From an optimization exercise on the open Yosys and OpenROAD flow, aimed at small area, a short achievable clock period and few clock cycles per item; shortcuts taken in it are not production practice. RTL that was checked went through simulation tests only; none was proved equivalent to the original. Power figures rest on the tool's default switching activity, not on a simulated workload.

==> flow/design.v <==
package tlbrr_pkg;
	localparam int ENTRIES    = 32;
	localparam int PAGE_BITS  = 11;
	localparam int FRAME_BITS = 10;
	localparam int SLOT_W     = $clog2(ENTRIES);
	localparam int LFSR_W     = 16;
	localparam int DEPTH      = 3;
	localparam int OUT_W      = 1 + FRAME_BITS + SLOT_W + 1;
	localparam logic [LFSR_W-1:0] LFSR_TAPS = 16'hB400;
	localparam logic [LFSR_W-1:0] LFSR_SEED = 16'hACE1;
	localparam logic [1:0] ACT_LOOKUP = 2'd0;
	localparam logic [1:0] ACT_FILL   = 2'd1;
	localparam logic [1:0] ACT_FLUSH  = 2'd2;
	typedef struct packed {
		logic [1:0]            action;
		logic [PAGE_BITS-1:0]  page_number;
		logic [FRAME_BITS-1:0] frame_number;
	} in_item_t;
	typedef struct packed {
		logic                  hit;
		logic [FRAME_BITS-1:0] found_frame;
		logic [SLOT_W-1:0]     slot;
		logic                  evicted;
	} out_item_t;
	function automatic logic [ENTRIES-1:0] first_oh(input logic [ENTRIES-1:0] vec);
		logic [ENTRIES-1:0] below;
		below[0] = 1'b0;
		for (int i = 1; i < ENTRIES; i++) begin
			below[i] = below[i-1] | vec[i-1];
		end
		first_oh = vec & ~below;
	endfunction
	function automatic logic [SLOT_W-1:0] enc(input logic [ENTRIES-1:0] oh);
		logic [SLOT_W-1:0] idx;
		idx = '0;
		for (int i = 0; i < ENTRIES; i++) begin
			if (oh[i]) begin
				idx = idx | SLOT_W'(i);
			end
		end
		enc = idx;
	endfunction
	function automatic logic [ENTRIES-1:0] dec(input logic [SLOT_W-1:0] idx);
		dec = '0;
		dec[idx] = 1'b1;
	endfunction
	function automatic logic [LFSR_W-1:0] lfsr_step(input logic [LFSR_W-1:0] cur);
		logic [LFSR_W-1:0] nxt;
		nxt = cur >> 1;
		if (cur[0]) begin
			nxt = nxt ^ LFSR_TAPS;
		end
		lfsr_step = nxt;
	endfunction
endpackage
module tlbrr_ctrl(
	input  logic                 clk,
	input  logic                 arst_n,
	input  logic                 in_valid,
	output logic                 in_stall,
	output logic                 acc,
	input  logic                 r_v,
	input  tlbrr_pkg::out_item_t r_data,
	output logic                 out_valid,
	input  logic                 out_stall,
	output tlbrr_pkg::out_item_t out_data
);
	localparam int D = tlbrr_pkg::DEPTH;
	localparam int S = D - 1;
	logic [D:0]           cnt_q;
	logic                 stall_q;
	logic                 hv_q;
	logic [tlbrr_pkg::OUT_W-1:0] h_q;
	logic [S-1:0][tlbrr_pkg::OUT_W-1:0] s_q;
	logic [S-1:0]         rd_q, wr_q;     
	logic [S:0]           sn_q;           
	logic                 pop, take, s_any, s_pop, s_push;
	logic [tlbrr_pkg::OUT_W-1:0] s_rd;
	assign acc       = in_valid & ~stall_q;
	assign in_stall  = stall_q;
	assign pop       = hv_q & ~out_stall;
	assign out_valid = hv_q;
	assign out_data  = h_q;
	assign s_any  = ~sn_q[0];
	assign take   = ~hv_q | ~out_stall;
	assign s_pop  = take & s_any;
	assign s_push = r_v & (s_any | ~take);
	always_comb begin
		s_rd = '0;
		for (int k = 0; k < S; k++) begin
			if (rd_q[k]) begin
				s_rd = s_rd | s_q[k];
			end
		end
	end
	always_ff @(posedge clk or negedge arst_n) begin
		if (!arst_n) begin
			cnt_q   <= (D + 1)'(1);
			stall_q <= 1'b0;
			hv_q    <= 1'b0;
			rd_q    <= S'(1);
			wr_q    <= S'(1);
			sn_q    <= (S + 1)'(1);
		end else begin
			if (acc && !pop) begin
				cnt_q <= {cnt_q[D-1:0], 1'b0};
			end else if (pop && !acc) begin
				cnt_q <= {1'b0, cnt_q[D:1]};
			end
			stall_q <= !pop && (cnt_q[D] || (cnt_q[D-1] && acc));
			if (take) begin
				hv_q <= s_any | r_v;
			end
			if (s_pop) begin
				rd_q <= {rd_q[S-2:0], rd_q[S-1]};
			end
			if (s_push) begin
				wr_q <= {wr_q[S-2:0], wr_q[S-1]};
			end
			if (s_push && !s_pop) begin
				sn_q <= {sn_q[S-1:0], 1'b0};
			end else if (s_pop && !s_push) begin
				sn_q <= {1'b0, sn_q[S:1]};
			end
		end
	end
	always_ff @(posedge clk) begin
		if (take) begin
			h_q <= s_any ? s_rd : r_data;
		end
		for (int k = 0; k < S; k++) begin
			if (r_v && wr_q[k]) begin
				s_q[k] <= r_data;
			end
		end
	end
endmodule
module tlbrr_datapath(
	input  logic                 clk,
	input  logic                 arst_n,
	input  logic                 cfg_we,
	input  logic                 cfg_data,
	input  logic                 acc,
	input  tlbrr_pkg::in_item_t  in_data,
	output logic                 r_v,
	output tlbrr_pkg::out_item_t r_data
);
	localparam int N  = tlbrr_pkg::ENTRIES;
	localparam int SW = tlbrr_pkg::SLOT_W;
	logic [N-1:0]                          valid_q;
	logic [N-1:0][tlbrr_pkg::PAGE_BITS-1:0]  page_q;
	logic [N-1:0][tlbrr_pkg::FRAME_BITS-1:0] frame_q;
	logic [N-1:0][SW-1:0]                  lru_q;
	logic                                  used_q;
	logic                                  pu_v_q;
	logic [SW-1:0]                         pu_slot_q;
	logic                                  pu_front_q;
	logic [tlbrr_pkg::LFSR_W-1:0]          lfsr_q;
	logic                                  mode_q;
	logic [N-1:0]                          free_oh_q;
	logic                                  free_any_q;
	logic [N-1:0]                          free2_oh;
	logic                                  free2_any;
	logic                 b_v_q;
	tlbrr_pkg::in_item_t  b_q;
	logic [N-1:0]         b_match_q;
	logic [N-1:0] a_match;
	logic         a_peq;
	logic                 b_lookup, b_fill, b_flush;
	logic [N-1:0]         hit_oh, free_oh, fill_oh, vict_oh;
	logic                 hit_any, free_any;
	logic [SW-1:0]        hit_idx, free_idx, front, vict_idx, fill_idx;
	logic [tlbrr_pkg::LFSR_W-1:0] lfsr_next;
	logic [tlbrr_pkg::FRAME_BITS-1:0] hit_frame;
	logic                 use_rec;
	logic [SW-1:0]        use_slot;
	logic [N-1:0]         pu_at, pu_ge;
	assign a_peq = (b_q.page_number == in_data.page_number);
	always_comb begin
		for (int i = 0; i < N; i++) begin
			if (b_flush) begin
				a_match[i] = 1'b0;
			end else if (fill_oh[i]) begin
				a_match[i] = a_peq;
			end else begin
				a_match[i] = valid_q[i] && (page_q[i] == in_data.page_number);
			end
		end
	end
	assign b_lookup = b_v_q && (b_q.action == tlbrr_pkg::ACT_LOOKUP);
	assign b_fill   = b_v_q && (b_q.action == tlbrr_pkg::ACT_FILL);
	assign b_flush  = b_v_q && (b_q.action == tlbrr_pkg::ACT_FLUSH);
	assign hit_oh    = tlbrr_pkg::first_oh(b_match_q);
	assign hit_any   = |b_match_q;
	assign hit_idx   = tlbrr_pkg::enc(hit_oh);
	assign free_oh   = free_oh_q;
	assign free_any  = free_any_q;
	assign free2_oh  = tlbrr_pkg::first_oh(~valid_q & ~free_oh_q);
	assign free2_any = |(~valid_q & ~free_oh_q);
	assign free_idx  = tlbrr_pkg::enc(free_oh);
	assign lfsr_next = tlbrr_pkg::lfsr_step(lfsr_q);
	assign front     = pu_front_q ? lru_q[1] : lru_q[0];
	assign vict_idx  = mode_q ? lfsr_next[SW-1:0] : front;
	assign vict_oh   = mode_q ? tlbrr_pkg::dec(lfsr_next[SW-1:0])
	                 : (pu_front_q ? tlbrr_pkg::dec(lru_q[1]) : tlbrr_pkg::dec(lru_q[0]));
	assign fill_idx  = free_any ? free_idx : vict_idx;
	assign fill_oh   = !b_fill ? '0 : (free_any ? free_oh : vict_oh);
	always_comb begin
		hit_frame = '0;
		for (int i = 0; i < N; i++) begin
			if (hit_oh[i]) begin
				hit_frame = hit_frame | frame_q[i];
			end
		end
	end
	assign use_rec  = !mode_q && ((b_lookup && hit_any) || b_fill);
	assign use_slot = b_fill ? fill_idx : hit_idx;
	assign r_v = b_v_q;
	always_comb begin
		r_data = '0;
		if (b_lookup && hit_any) begin
			r_data.hit         = 1'b1;
			r_data.found_frame = hit_frame;
			r_data.slot        = hit_idx;
		end else if (b_fill) begin
			r_data.slot    = fill_idx;
			r_data.evicted = !free_any;
		end
	end
	always_comb begin
		for (int k = 0; k < N; k++) begin
			pu_at[k] = (lru_q[k] == pu_slot_q);
			pu_ge[k] = (k == 0) ? pu_at[k] : (pu_ge[(k + N - 1) % N] | pu_at[k]);
		end
	end
	always_ff @(posedge clk or negedge arst_n) begin
		if (!arst_n) begin
			b_v_q   <= 1'b0;
			valid_q <= '0;
			free_oh_q  <= N'(1);
			free_any_q <= 1'b1;
			used_q  <= 1'b0;
			pu_v_q  <= 1'b0;
			pu_front_q <= 1'b0;
			lfsr_q  <= tlbrr_pkg::LFSR_SEED;
			mode_q  <= 1'b0;
			for (int k = 0; k < N; k++) begin
				lru_q[k] <= SW'(k);
			end
		end else begin
			b_v_q <= acc;
			if (cfg_we) begin
				mode_q <= cfg_data;
			end
			if (b_flush) begin
				valid_q    <= '0;
				free_oh_q  <= N'(1);
				free_any_q <= 1'b1;
			end else begin
				valid_q <= valid_q | fill_oh;
				if (b_fill && free_any_q) begin
					free_oh_q  <= free2_oh;
					free_any_q <= free2_any;
				end
			end
			if (b_fill && !free_any && mode_q) begin
				lfsr_q <= lfsr_next;
			end
			if (use_rec) begin
				used_q <= 1'b1;
			end
			pu_v_q <= use_rec && used_q;
			pu_front_q <= use_rec && used_q && (use_slot == front);
			if (pu_v_q) begin
				for (int k = 0; k < N - 1; k++) begin
					if (pu_ge[k]) begin
						lru_q[k] <= lru_q[k + 1];
					end
				end
				lru_q[N-1] <= pu_slot_q;
			end
		end
	end
	always_ff @(posedge clk) begin
		b_q       <= in_data;
		b_match_q <= a_match;
		pu_slot_q <= use_slot;
		for (int i = 0; i < N; i++) begin
			if (fill_oh[i]) begin
				page_q[i]  <= b_q.page_number;
				frame_q[i] <= b_q.frame_number;
			end
		end
	end
endmodule
module tlb_lru_random_replace_top(
	input  logic                 clk,
	input  logic                 arst_n,
	input  logic                 cfg_we,
	input  logic                 cfg_data,
	input  logic                 in_valid,
	output logic                 in_stall,
	input  tlbrr_pkg::in_item_t  in_data,
	output logic                 out_valid,
	input  logic                 out_stall,
	output tlbrr_pkg::out_item_t out_data
);
	logic                 acc;
	logic                 r_v;
	tlbrr_pkg::out_item_t r_data;
	tlbrr_ctrl u_ctrl (
		.clk       (clk),
		.arst_n    (arst_n),
		.in_valid  (in_valid),
		.in_stall  (in_stall),
		.acc       (acc),
		.r_v       (r_v),
		.r_data    (r_data),
		.out_valid (out_valid),
		.out_stall (out_stall),
		.out_data  (out_data)
	);
	tlbrr_datapath u_dp (
		.clk      (clk),
		.arst_n   (arst_n),
		.cfg_we   (cfg_we),
		.cfg_data (cfg_data),
		.acc      (acc),
		.in_data  (in_data),
		.r_v      (r_v),
		.r_data   (r_data)
	);
endmodule
==> flow/config.mk <==
export PLATFORM = sky130hd
export DESIGN_NAME = tlb_lru_random_replace_top
export DESIGN_NICKNAME = tlb_lru_random_replace_top
export VERILOG_FILES = /design/flow/design.v
export SDC_FILE = /design/flow/constraint.sdc
export NUM_CORES = 4
export LEC_CHECK = 0
export CAP_MARGIN = 20
export CORE_MARGIN = 2
export CORE_UTILIZATION = 40
export CTS_CLUSTER_DIAMETER = 100
export CTS_CLUSTER_SIZE = 24
export SETUP_SLACK_MARGIN = 4.5
export SLEW_MARGIN = 60
==> flow/constraint.sdc <==
create_clock -name core_clock -period 7.5 [get_ports {clk}]
set_input_delay 1.5000 -clock core_clock [delete_from_list [all_inputs] [get_ports {clk}]]
set_output_delay 1.5000 -clock core_clock [all_outputs]
set_load 0.01 [all_outputs]
run.sh (not shown) runs the stock make flow with config.mk's settings and CLKGATE_MAP_FILE= SYNTH_SCRIPT=/design/flow/synth_recipe.tcl, a recipe that flattens the netlist after the stock synthesis.
Then changed:
--- a/flow/design.v
+++ b/flow/design.v
@@ -148,12 +148,13 @@
 	localparam int N  = tlbrr_pkg::ENTRIES;
 	localparam int SW = tlbrr_pkg::SLOT_W;
 	logic [N-1:0]                          valid_q;
 	logic [N-1:0][tlbrr_pkg::PAGE_BITS-1:0]  page_q;
 	logic [N-1:0][tlbrr_pkg::FRAME_BITS-1:0] frame_q;
 	logic [N-1:0][SW-1:0]                  lru_q;
+	logic [N-1:0][SW-1:0]                  lru;
 	logic                                  used_q;
 	logic                                  pu_v_q;
 	logic [SW-1:0]                         pu_slot_q;
 	logic                                  pu_front_q;
 	logic [tlbrr_pkg::LFSR_W-1:0]          lfsr_q;
 	logic                                  mode_q;
@@ -196,16 +197,21 @@
 	assign free_oh   = free_oh_q;
 	assign free_any  = free_any_q;
 	assign free2_oh  = tlbrr_pkg::first_oh(~valid_q & ~free_oh_q);
 	assign free2_any = |(~valid_q & ~free_oh_q);
 	assign free_idx  = tlbrr_pkg::enc(free_oh);
 	assign lfsr_next = tlbrr_pkg::lfsr_step(lfsr_q);
-	assign front     = pu_front_q ? lru_q[1] : lru_q[0];
+	always_comb begin
+		for (int k = 0; k < N; k++) begin
+			lru[k] = lru_q[k] ^ SW'(k);
+		end
+	end
+	assign front     = pu_front_q ? lru[1] : lru[0];
 	assign vict_idx  = mode_q ? lfsr_next[SW-1:0] : front;
 	assign vict_oh   = mode_q ? tlbrr_pkg::dec(lfsr_next[SW-1:0])
-	                 : (pu_front_q ? tlbrr_pkg::dec(lru_q[1]) : tlbrr_pkg::dec(lru_q[0]));
+	                 : (pu_front_q ? tlbrr_pkg::dec(lru[1]) : tlbrr_pkg::dec(lru[0]));
 	assign fill_idx  = free_any ? free_idx : vict_idx;
 	assign fill_oh   = !b_fill ? '0 : (free_any ? free_oh : vict_oh);
 	always_comb begin
 		hit_frame = '0;
 		for (int i = 0; i < N; i++) begin
 			if (hit_oh[i]) begin
@@ -226,13 +232,13 @@
 			r_data.slot    = fill_idx;
 			r_data.evicted = !free_any;
 		end
 	end
 	always_comb begin
 		for (int k = 0; k < N; k++) begin
-			pu_at[k] = (lru_q[k] == pu_slot_q);
+			pu_at[k] = (lru[k] == pu_slot_q);
 			pu_ge[k] = (k == 0) ? pu_at[k] : (pu_ge[(k + N - 1) % N] | pu_at[k]);
 		end
 	end
 	always_ff @(posedge clk or negedge arst_n) begin
 		if (!arst_n) begin
 			b_v_q   <= 1'b0;
@@ -242,13 +248,13 @@
 			used_q  <= 1'b0;
 			pu_v_q  <= 1'b0;
 			pu_front_q <= 1'b0;
 			lfsr_q  <= tlbrr_pkg::LFSR_SEED;
 			mode_q  <= 1'b0;
 			for (int k = 0; k < N; k++) begin
-				lru_q[k] <= SW'(k);
+				lru_q[k] <= '0;
 			end
 		end else begin
 			b_v_q <= acc;
 			if (cfg_we) begin
 				mode_q <= cfg_data;
 			end
@@ -271,16 +277,16 @@
 			end
 			pu_v_q <= use_rec && used_q;
 			pu_front_q <= use_rec && used_q && (use_slot == front);
 			if (pu_v_q) begin
 				for (int k = 0; k < N - 1; k++) begin
 					if (pu_ge[k]) begin
-						lru_q[k] <= lru_q[k + 1];
+						lru_q[k] <= lru[k + 1] ^ SW'(k);
 					end
 				end
-				lru_q[N-1] <= pu_slot_q;
+				lru_q[N-1] <= pu_slot_q ^ SW'(N - 1);
 			end
 		end
 	end
 	always_ff @(posedge clk) begin
 		b_q       <= in_data;
 		b_match_q <= a_match;
What happened: Final cell count falls slightly. Power rises by about a fifth. Setup slack gets better by 0.15 ns. Wire length falls by a few percent. Register-to-register slack gets better by 0.15 ns. Maximum frequency rises by a few percent. Worst hold slack gets better by 0.014 ns. Non-clock buffer count falls by 35. First-iteration DRC count falls by a little under a tenth. Design area falls by a few percent. Utilization falls by 1.1 points. Die area is about the same. Synthesized area barely changes. Clock power falls slightly.
Testbench counts after the change, summed over its fixed seeds: cycles 20,832, items 20,800.
For the first run of this note, only the layout was checked, not whether the RTL still works.

port drivers added, routing unchanged:
Ports are ideal in the flow. The routed layouts listed here were re-timed in OpenROAD.
Step 1 (the two cells are an assumption about what drives the block):
set clk [get_ports {clk}]
set_driving_cell -lib_cell sky130_fd_sc_hd__clkbuf_16 $clk
set_driving_cell -lib_cell sky130_fd_sc_hd__buf_2 [delete_from_list [all_inputs] $clk]
Step 2 adds t to the input delays and takes it off the output delays; t is the mean of the earliest and latest rising clock arrival at the registers after step 1. Input paths then give back, and output paths get back, about the clock's delay inside the block.
Three values: ideal, step 1, step 2; two values: the first two.
| run | t, ns | slack for setup (ns) | worst data-port slew with drivers (ns) |
|---|---|---|---|
| the first run | 0.740 | 4.431 / 4.431 / 3.884 | 0.06 |
| the second run | 0.734 | 4.581 / 4.515 / 3.933 | 0.05 |
After both steps setup and hold are still met in every run listed. The setup slack of the second run, which loses most, moves by -0.066 ns with the drivers and by -0.648 ns with both steps.
